This is an optimization exercise on Yosys and OpenROAD, whose aim is small area and few clock cycles per item, not a production implementation.
Where RTL was checked, it was by simulation tests only, not by an equivalence proof against the original.

==> 10-26: inputs <==
==> flow/design.v (excerpt) <==
module dsp_mac_pipe (
  input  logic               CLK,
  input  logic               RSTN,
  input  logic               IN_VALID,
  output logic               IN_READY,
  input  logic signed [17:0] A,
  input  logic signed [17:0] B,
  input  logic signed [17:0] D,
  input  logic signed [47:0] C,
  input  logic [3:0]         OPMODE,
  output logic               OUT_VALID,
  input  logic               OUT_READY,
  output logic signed [47:0] P,
  output logic               CARRYOUT,
  output logic               OVERFLOW
);
export LEC_CHECK = 0
export CAP_MARGIN = 20
export CORE_MARGIN = 2
export CORE_UTILIZATION = 40
export SLEW_MARGIN = 20
create_clock -name core_clock -period 7.0 [get_ports {CLK}]
standard.sh (not shown) runs the stock make flow with config.mk's settings and CLKGATE_MAP_FILE= SYNTH_SCRIPT=/design/flow/synth_recipe.tcl, a recipe that flattens the netlist after the stock synthesis.
==> flow/flow/run.sh <==
#!/bin/bash
# The standard ORFS layout (the standard.sh), with these changes:
# - the port buffers that global placement inserts on every input and output
#   are sky130_fd_sc_hd__buf_1 instead of the tool's default pick; timing
#   repair still resizes any of them that need more drive;
# - Yosys's synth runs without its early "abc -fast" pass, so the full adders
#   that ORFS extracts keep the polarity the RTL writes them in (the final ABC
#   mapping and everything else are unchanged);
# - clock tree synthesis uses smaller clock buffers, larger sink clusters and
#   no dummy loads.
set -euo pipefail
bash standard.sh "BUFFER_PORTS_ARGS=-buffer_cell sky130_fd_sc_hd__buf_1" "SYNTH_ARGS=-noabc" \
  "CTS_ARGS=-sink_clustering_enable -repair_clock_nets -buf_list {sky130_fd_sc_hd__clkbuf_4 sky130_fd_sc_hd__clkbuf_8} -sink_clustering_size 30 -sink_clustering_max_diameter 100 -dont_use_dummy_load" \
  finish > standard.log 2>&1
==> inputs of 08-22, as changes to 10-26 <==
CORE_UTILIZATION = 55   (was 40)
PLACE_DENSITY = 0.7   (was default)
==> results.txt <==
- 08-22 went through all stages and came out clean. 10-26 completed without violations.
- In synthesized area, 10-26 and 08-22 do not differ.
- Global-route usage: 10-26 is lower than 08-22 (8.0 points).
- Between 10-26 and 08-22, the lower fmax is in 08-22 (gap 0.54%, measured against 08-22).
Testbench counts of 10-26, summed over its fixed seeds: cycles 32,062, items 32,046.
Testbench counts of 08-22, summed over its fixed seeds: cycles 32,062, items 32,046.

========
==> 06-15: inputs <==
dsp_mac_pipe, a different RTL version from the one above (not shown whole).
clock: 7.0 ns
lec_check: 0
cap_margin: 20
core_margin: 2
core_utilization: 40
gpl_timing_driven: 0
slew_margin: 20
Scripts as last shown in full above: flow/flow/run.sh
==> inputs of 12-11, as changes to 06-15 <==
--- a/flow/config.mk
+++ b/flow/config.mk
@@ -8,5 +8,4 @@
 export CAP_MARGIN = 20
 export CORE_MARGIN = 2
 export CORE_UTILIZATION = 40
-export GPL_TIMING_DRIVEN = 0
 export SLEW_MARGIN = 20
==> results.txt <==
Run status: 06-15 no timing/DRC/antenna violations; 12-11 no timing/DRC/antenna violations
Clock Network Area Fraction: 06-15 1.364%; 12-11 1.376%
Fmax: 06-15 150.2 MHz; 12-11 155.5 MHz
Data required time at the worst endpoint: 06-15 7.26 ns; 12-11 7.28 ns
Met2 track demand over resource: 06-15 36.24%; 12-11 32.38%
Smallest hold slack: 06-15 0.5499 ns; 12-11 0.5459 ns
Met3 usage: 06-15 4.432%; 12-11 3.734%
Maximum number of pins on one net before global-route repair: 06-15 35; 12-11 66
Worst Reg-to-Reg Cells: 06-15 21; 12-11 20
Final design area excluding fillers: 06-15 17150 um^2; 12-11 17010 um^2
Pre-CTS WS: 06-15 -1.145 ns; 12-11 0.1655 ns
Overall routed net length: 06-15 45380 um; 12-11 41650 um
Detailed placement HPWL: 06-15 37810 um; 12-11 33290 um
Final worst clock skew: 06-15 0.03063 ns; 12-11 0.03270 ns
Clk Latency, worst-skew pair: 06-15 0.51 ns; 12-11 0.52 ns
Bufs w/o clock: 06-15 261; 12-11 216
Area of combinational cells with multiple inputs: 06-15 10680 um^2; 12-11 10600 um^2
Fraction of area in registers: 06-15 24.87%; 12-11 25.08%
Startpoint of the lowest-slack register-to-register path: 06-15 a1_q[9]; 12-11 op1_q[1]
Register area: 06-15 4264 um^2; 12-11 4265 um^2
Fraction of area in multi-input gates: 06-15 62.26%; 12-11 62.30%
Function was not checked in any run of this note: the RTL went through the layout flow alone.

========
==> 10-23 <==
RTL: one of the versions met above, not the one the previous note started from.
==> flow/design.v (excerpt) <==
module dsp_mac_pipe (
  input  logic               CLK,
  input  logic               RSTN,
  input  logic               IN_VALID,
  output logic               IN_READY,
  input  logic signed [17:0] A,
  input  logic signed [17:0] B,
  input  logic signed [17:0] D,
  input  logic signed [47:0] C,
  input  logic [3:0]         OPMODE,
  output logic               OUT_VALID,
  input  logic               OUT_READY,
  output logic signed [47:0] P,
  output logic               CARRYOUT,
  output logic               OVERFLOW
);
clock: 7.0 ns
lec_check: 0
cap_margin: 20
core_margin: 2
core_utilization: 40
slew_margin: 20
==> flow/flow/run.sh <==
#!/bin/bash
# The standard ORFS layout (the standard.sh), with these changes:
# - the port buffers that global placement inserts on every input and output
#   are sky130_fd_sc_hd__buf_1 instead of the tool's default pick; timing
#   repair still resizes any of them that need more drive;
# - Yosys's synth runs without its early "abc -fast" pass, so the full adders
#   that ORFS extracts keep the polarity the RTL writes them in (the final ABC
#   mapping and everything else are unchanged);
# - clock tree synthesis uses smaller clock buffers, larger sink clusters and
#   no dummy loads;
# - global placement keeps none of the timing-driven resizer changes (later
#   repair steps still run).
set -euo pipefail
bash standard.sh "BUFFER_PORTS_ARGS=-buffer_cell sky130_fd_sc_hd__buf_1" "SYNTH_ARGS=-noabc" \
  "CTS_ARGS=-sink_clustering_enable -repair_clock_nets -buf_list {sky130_fd_sc_hd__clkbuf_4 sky130_fd_sc_hd__clkbuf_8} -sink_clustering_size 30 -sink_clustering_max_diameter 100 -dont_use_dummy_load" \
  "GPL_KEEP_OVERFLOW=0" finish > standard.log 2>&1
==> 09-05 (differences from 10-23) <==
--- a/flow/flow/run.sh
+++ b/flow/flow/run.sh
@@ -10,4 +10,4 @@
 #   no dummy loads;
-# - global placement keeps none of the timing-driven resizer changes (later
-#   repair steps still run).
+# - after global routing, gates on paths with positive slack are downsized
+#   (ORFS RECOVER_POWER).
 set -euo pipefail
@@ -15,2 +15,2 @@
   "CTS_ARGS=-sink_clustering_enable -repair_clock_nets -buf_list {sky130_fd_sc_hd__clkbuf_4 sky130_fd_sc_hd__clkbuf_8} -sink_clustering_size 30 -sink_clustering_max_diameter 100 -dont_use_dummy_load" \
-  "GPL_KEEP_OVERFLOW=0" finish > standard.log 2>&1
+  "RECOVER_POWER=100" finish > standard.log 2>&1
==> results.yml <==
run_status:
  outcome: "no timing/DRC/antenna violations"
sta:
  tightest_slew_ns: 0.9497
grt:
  grt_use_met1: 0.2631
layout:
  register_area_sq_um: 4268
Source of the figures above: 10-23

==> results.yml <==
run_status:
  outcome: "complete, but fails checks"
  so_faults: "capacitance limit, slew limit"
sta:
  slew_violations: 143
  tightest_slew_ns: 3.137
job:
  maxCapViolations: 3
Source of the figures above: 09-05

Testbench counts of 10-23, summed over its fixed seeds: cycles 32,062, items 32,046.
Testbench counts of 09-05, summed over its fixed seeds: cycles 32,062, items 32,046.

========
==> tundra <==
Another version of the RTL of dsp_mac_pipe (not shown whole).
Settings: LEC_CHECK=0, CAP_MARGIN=20, CORE_MARGIN=2, CORE_UTILIZATION=40, SLEW_MARGIN=20, TNS_END_PERCENT=0; clock period 7.0 ns.
==> flow/flow/run.sh <==
#!/bin/bash
# The standard ORFS layout (the standard.sh), with these changes:
# - the port buffers that global placement inserts on every input and output
#   are sky130_fd_sc_hd__buf_1 instead of the tool's default pick; timing
#   repair still resizes any of them that need more drive;
# - Yosys's synth runs without its early "abc -fast" pass, so the full adders
#   that ORFS extracts keep the polarity the RTL writes them in (the final ABC
#   mapping and everything else are unchanged);
# - clock tree synthesis uses smaller clock buffers, larger sink clusters and
#   no dummy loads.
set -euo pipefail
bash standard.sh "BUFFER_PORTS_ARGS=-buffer_cell sky130_fd_sc_hd__buf_1" "SYNTH_ARGS=-noabc" \
  "CTS_ARGS=-sink_clustering_enable -repair_clock_nets -buf_list {sky130_fd_sc_hd__clkbuf_4 sky130_fd_sc_hd__clkbuf_8} -sink_clustering_size 30 -sink_clustering_max_diameter 100 -dont_use_dummy_load" \
  finish > standard.log 2>&1
==> quartz (differences from tundra) <==
--- a/flow/design.v
+++ b/flow/design.v
@@ -154,16 +154,16 @@
   logic [18:0] pre;
   logic [18:0] a_ext;
   logic [8:0]  one, two, neg;
   assign pre   = pre1_q;
   assign a_ext = {a1_q, 1'b0};
   always_comb begin
     for (int i = 0; i < 9; i++) begin
-      one[i] = v1_q & (a_ext[2*i+1] ^ a_ext[2*i]);
-      two[i] = v1_q & ((a_ext[2*i+2] & ~a_ext[2*i+1] & ~a_ext[2*i]) |
+      one[i] = a_ext[2*i+1] ^ a_ext[2*i];
+      two[i] = ((a_ext[2*i+2] & ~a_ext[2*i+1] & ~a_ext[2*i]) |
                        (~a_ext[2*i+2] & a_ext[2*i+1] & a_ext[2*i]));
       neg[i] = v1_q & (a_ext[2*i+2] ^ op1_q[1]);
     end
   end
   logic [19:0] pre2, pre1;
   assign pre1 = {pre[18], pre};
   assign pre2 = {pre, 1'b0};
- TNS_END_PERCENT: 0 -> unset
==> raven (differences from tundra) <==
--- a/flow/design.v
+++ b/flow/design.v
@@ -154,23 +154,25 @@
   logic [18:0] pre;
   logic [18:0] a_ext;
   logic [8:0]  one, two, neg;
   assign pre   = pre1_q;
   assign a_ext = {a1_q, 1'b0};
   always_comb begin
     for (int i = 0; i < 9; i++) begin
-      one[i] = v1_q & (a_ext[2*i+1] ^ a_ext[2*i]);
-      two[i] = v1_q & ((a_ext[2*i+2] & ~a_ext[2*i+1] & ~a_ext[2*i]) |
+      one[i] = a_ext[2*i+1] ^ a_ext[2*i];
+      two[i] = ((a_ext[2*i+2] & ~a_ext[2*i+1] & ~a_ext[2*i]) |
                        (~a_ext[2*i+2] & a_ext[2*i+1] & a_ext[2*i]));
       neg[i] = v1_q & (a_ext[2*i+2] ^ op1_q[1]);
     end
   end
+  logic [18:0] pre_v;
   logic [19:0] pre2, pre1;
-  assign pre1 = {pre[18], pre};
-  assign pre2 = {pre, 1'b0};
+  assign pre_v = pre & {19{v1_q}};
+  assign pre1 = {pre_v[18], pre_v};
+  assign pre2 = {pre_v, 1'b0};
   logic [19:0] y0, y1, y2, y3, y4, y5, y6, y7, y8;
   assign y0 = (({20{one[0]}} & pre1) | ({20{two[0]}} & pre2)) ^ {20{neg[0]}};
   assign y1 = (({20{one[1]}} & pre1) | ({20{two[1]}} & pre2)) ^ {20{neg[1]}};
   assign y2 = (({20{one[2]}} & pre1) | ({20{two[2]}} & pre2)) ^ {20{neg[2]}};
   assign y3 = (({20{one[3]}} & pre1) | ({20{two[3]}} & pre2)) ^ {20{neg[3]}};
   assign y4 = (({20{one[4]}} & pre1) | ({20{two[4]}} & pre2)) ^ {20{neg[4]}};
   assign y5 = (({20{one[5]}} & pre1) | ({20{two[5]}} & pre2)) ^ {20{neg[5]}};
- TNS_END_PERCENT: 0 -> unset
==> ember (differences from tundra) <==
==> flow/flow/run.sh (replaced) <==
#!/bin/bash
# The standard ORFS layout (the standard.sh), with these changes:
# - the port buffers that global placement inserts on every input and output
#   are sky130_fd_sc_hd__buf_1 instead of the tool's default pick; timing
#   repair still resizes any of them that need more drive;
# - Yosys's synth runs without its early "abc -fast" pass, so the full adders
#   that ORFS extracts keep the polarity the RTL writes them in (the final ABC
#   mapping and everything else are unchanged);
# - clock tree synthesis uses smaller clock buffers, larger sink clusters and
#   no dummy loads;
# - the platform's don't-use list, plus the buffers above 2x drive, so that
#   repair buffers with small cells.
set -euo pipefail
DU="sky130_fd_sc_hd__probe_p_8 sky130_fd_sc_hd__probec_p_8 sky130_fd_sc_hd__lpflow_bleeder_1 sky130_fd_sc_hd__lpflow_clkbufkapwr_1 sky130_fd_sc_hd__lpflow_clkbufkapwr_16 sky130_fd_sc_hd__lpflow_clkbufkapwr_2 sky130_fd_sc_hd__lpflow_clkbufkapwr_4 sky130_fd_sc_hd__lpflow_clkbufkapwr_8 sky130_fd_sc_hd__lpflow_clkinvkapwr_1 sky130_fd_sc_hd__lpflow_clkinvkapwr_16 sky130_fd_sc_hd__lpflow_clkinvkapwr_2 sky130_fd_sc_hd__lpflow_clkinvkapwr_4 sky130_fd_sc_hd__lpflow_clkinvkapwr_8 sky130_fd_sc_hd__lpflow_decapkapwr_12 sky130_fd_sc_hd__lpflow_decapkapwr_3 sky130_fd_sc_hd__lpflow_decapkapwr_4 sky130_fd_sc_hd__lpflow_decapkapwr_6 sky130_fd_sc_hd__lpflow_decapkapwr_8 sky130_fd_sc_hd__lpflow_inputiso0n_1 sky130_fd_sc_hd__lpflow_inputiso0p_1 sky130_fd_sc_hd__lpflow_inputiso1n_1 sky130_fd_sc_hd__lpflow_inputiso1p_1 sky130_fd_sc_hd__lpflow_inputisolatch_1 sky130_fd_sc_hd__lpflow_isobufsrc_1 sky130_fd_sc_hd__lpflow_isobufsrc_16 sky130_fd_sc_hd__lpflow_isobufsrc_2 sky130_fd_sc_hd__lpflow_isobufsrc_4 sky130_fd_sc_hd__lpflow_isobufsrc_8 sky130_fd_sc_hd__lpflow_isobufsrckapwr_16 sky130_fd_sc_hd__lpflow_lsbuf_lh_hl_isowell_tap_1 sky130_fd_sc_hd__lpflow_lsbuf_lh_hl_isowell_tap_2 sky130_fd_sc_hd__lpflow_lsbuf_lh_hl_isowell_tap_4 sky130_fd_sc_hd__lpflow_lsbuf_lh_isowell_4 sky130_fd_sc_hd__lpflow_lsbuf_lh_isowell_tap_1 sky130_fd_sc_hd__lpflow_lsbuf_lh_isowell_tap_2 sky130_fd_sc_hd__lpflow_lsbuf_lh_isowell_tap_4 sky130_fd_sc_hd__buf_4 sky130_fd_sc_hd__buf_6 sky130_fd_sc_hd__buf_8 sky130_fd_sc_hd__buf_12 sky130_fd_sc_hd__buf_16"
bash standard.sh "BUFFER_PORTS_ARGS=-buffer_cell sky130_fd_sc_hd__buf_1" "SYNTH_ARGS=-noabc" \
  "CTS_ARGS=-sink_clustering_enable -repair_clock_nets -buf_list {sky130_fd_sc_hd__clkbuf_4 sky130_fd_sc_hd__clkbuf_8} -sink_clustering_size 30 -sink_clustering_max_diameter 100 -dont_use_dummy_load" \
  "DONT_USE_CELLS=$DU" finish > standard.log 2>&1
- TNS_END_PERCENT: 0 -> unset
==> summary of the runs <==
Setup slack: ember is lower than quartz (0.15 ns). Core utilization, lowest first: quartz, tundra, raven, ember. In quartz the routed wire length is smaller than in raven, by about 6.5%. Of tundra and raven, tundra has the higher critical path depth (gap 1). Global-route usage, lowest first: tundra, quartz, ember, raven.
==> figures <==
quantity                                                   tundra           ember          quartz           raven
Outcome                                            finished clean  finished clean  finished clean  finished clean
Non-filler cells, final                                     2,054           2,101           2,005           2,055
Final area over synthesized area                          1.1149x         1.1628x         1.1122x         1.1282x
Die width                                                200.4 um        200.4 um        198.6 um        199.6 um
Start point of the critical path                         a1_q[12]        a1_q[13]        a1_q[11]         a1_q[3]
GR met3 Demand/Resource                                    3.571%          4.383%          2.984%          3.899%
Critical path's largest stage delay                       0.55 ns         0.54 ns         0.54 ns         0.52 ns
Average wire per standard cell                           20.20 um        19.74 um        20.21 um        21.09 um
Multiplexer fraction of the synthesized cell area          3.916%          3.916%          3.394%          3.359%
Testbench counts of tundra, summed over its fixed seeds: cycles 32,062, items 32,046.
Testbench counts of ember, summed over its fixed seeds: cycles 32,062, items 32,046.
The RTL of quartz and raven was laid out without a check of its function.

what the ideal ports hide:
Ports are ideal in the flow. The routed layouts listed here were re-timed in OpenROAD.
Step 1, drivers: a clkbuf_16 drives CLK and a buf_2 each remaining input, both assumed.
Step 2 moves the port delays by t, midway between the first and last clock arrival at a register: inputs arrive t later, outputs are due t later. That takes back most of the time a late clock gives input paths.
Slacks: no drivers / after step 1 / after step 2; pairs: no drivers / after step 1.
run	t (ns)	setup slack, ns	worst setup path after step 2
10-26	0.544	0.310 / 0.310 / 0.310	register to register
08-22	0.551	0.273 / 0.273 / 0.273	register to register
06-15	0.548	0.341 / 0.341 / 0.341	register to register
12-11	0.551	0.568 / 0.568 / 0.568	register to register
10-23	0.545	0.225 / 0.225 / 0.225	register to register
09-05	0.546	0.311 / 0.311 / 0.311	register to register
tundra	0.559	0.216 / 0.216 / 0.216	register to register
quartz	0.529	0.388 / 0.388 / 0.388	register to register
raven	0.552	0.292 / 0.292 / 0.292	register to register
ember	0.572	0.235 / 0.235 / 0.235	register to register
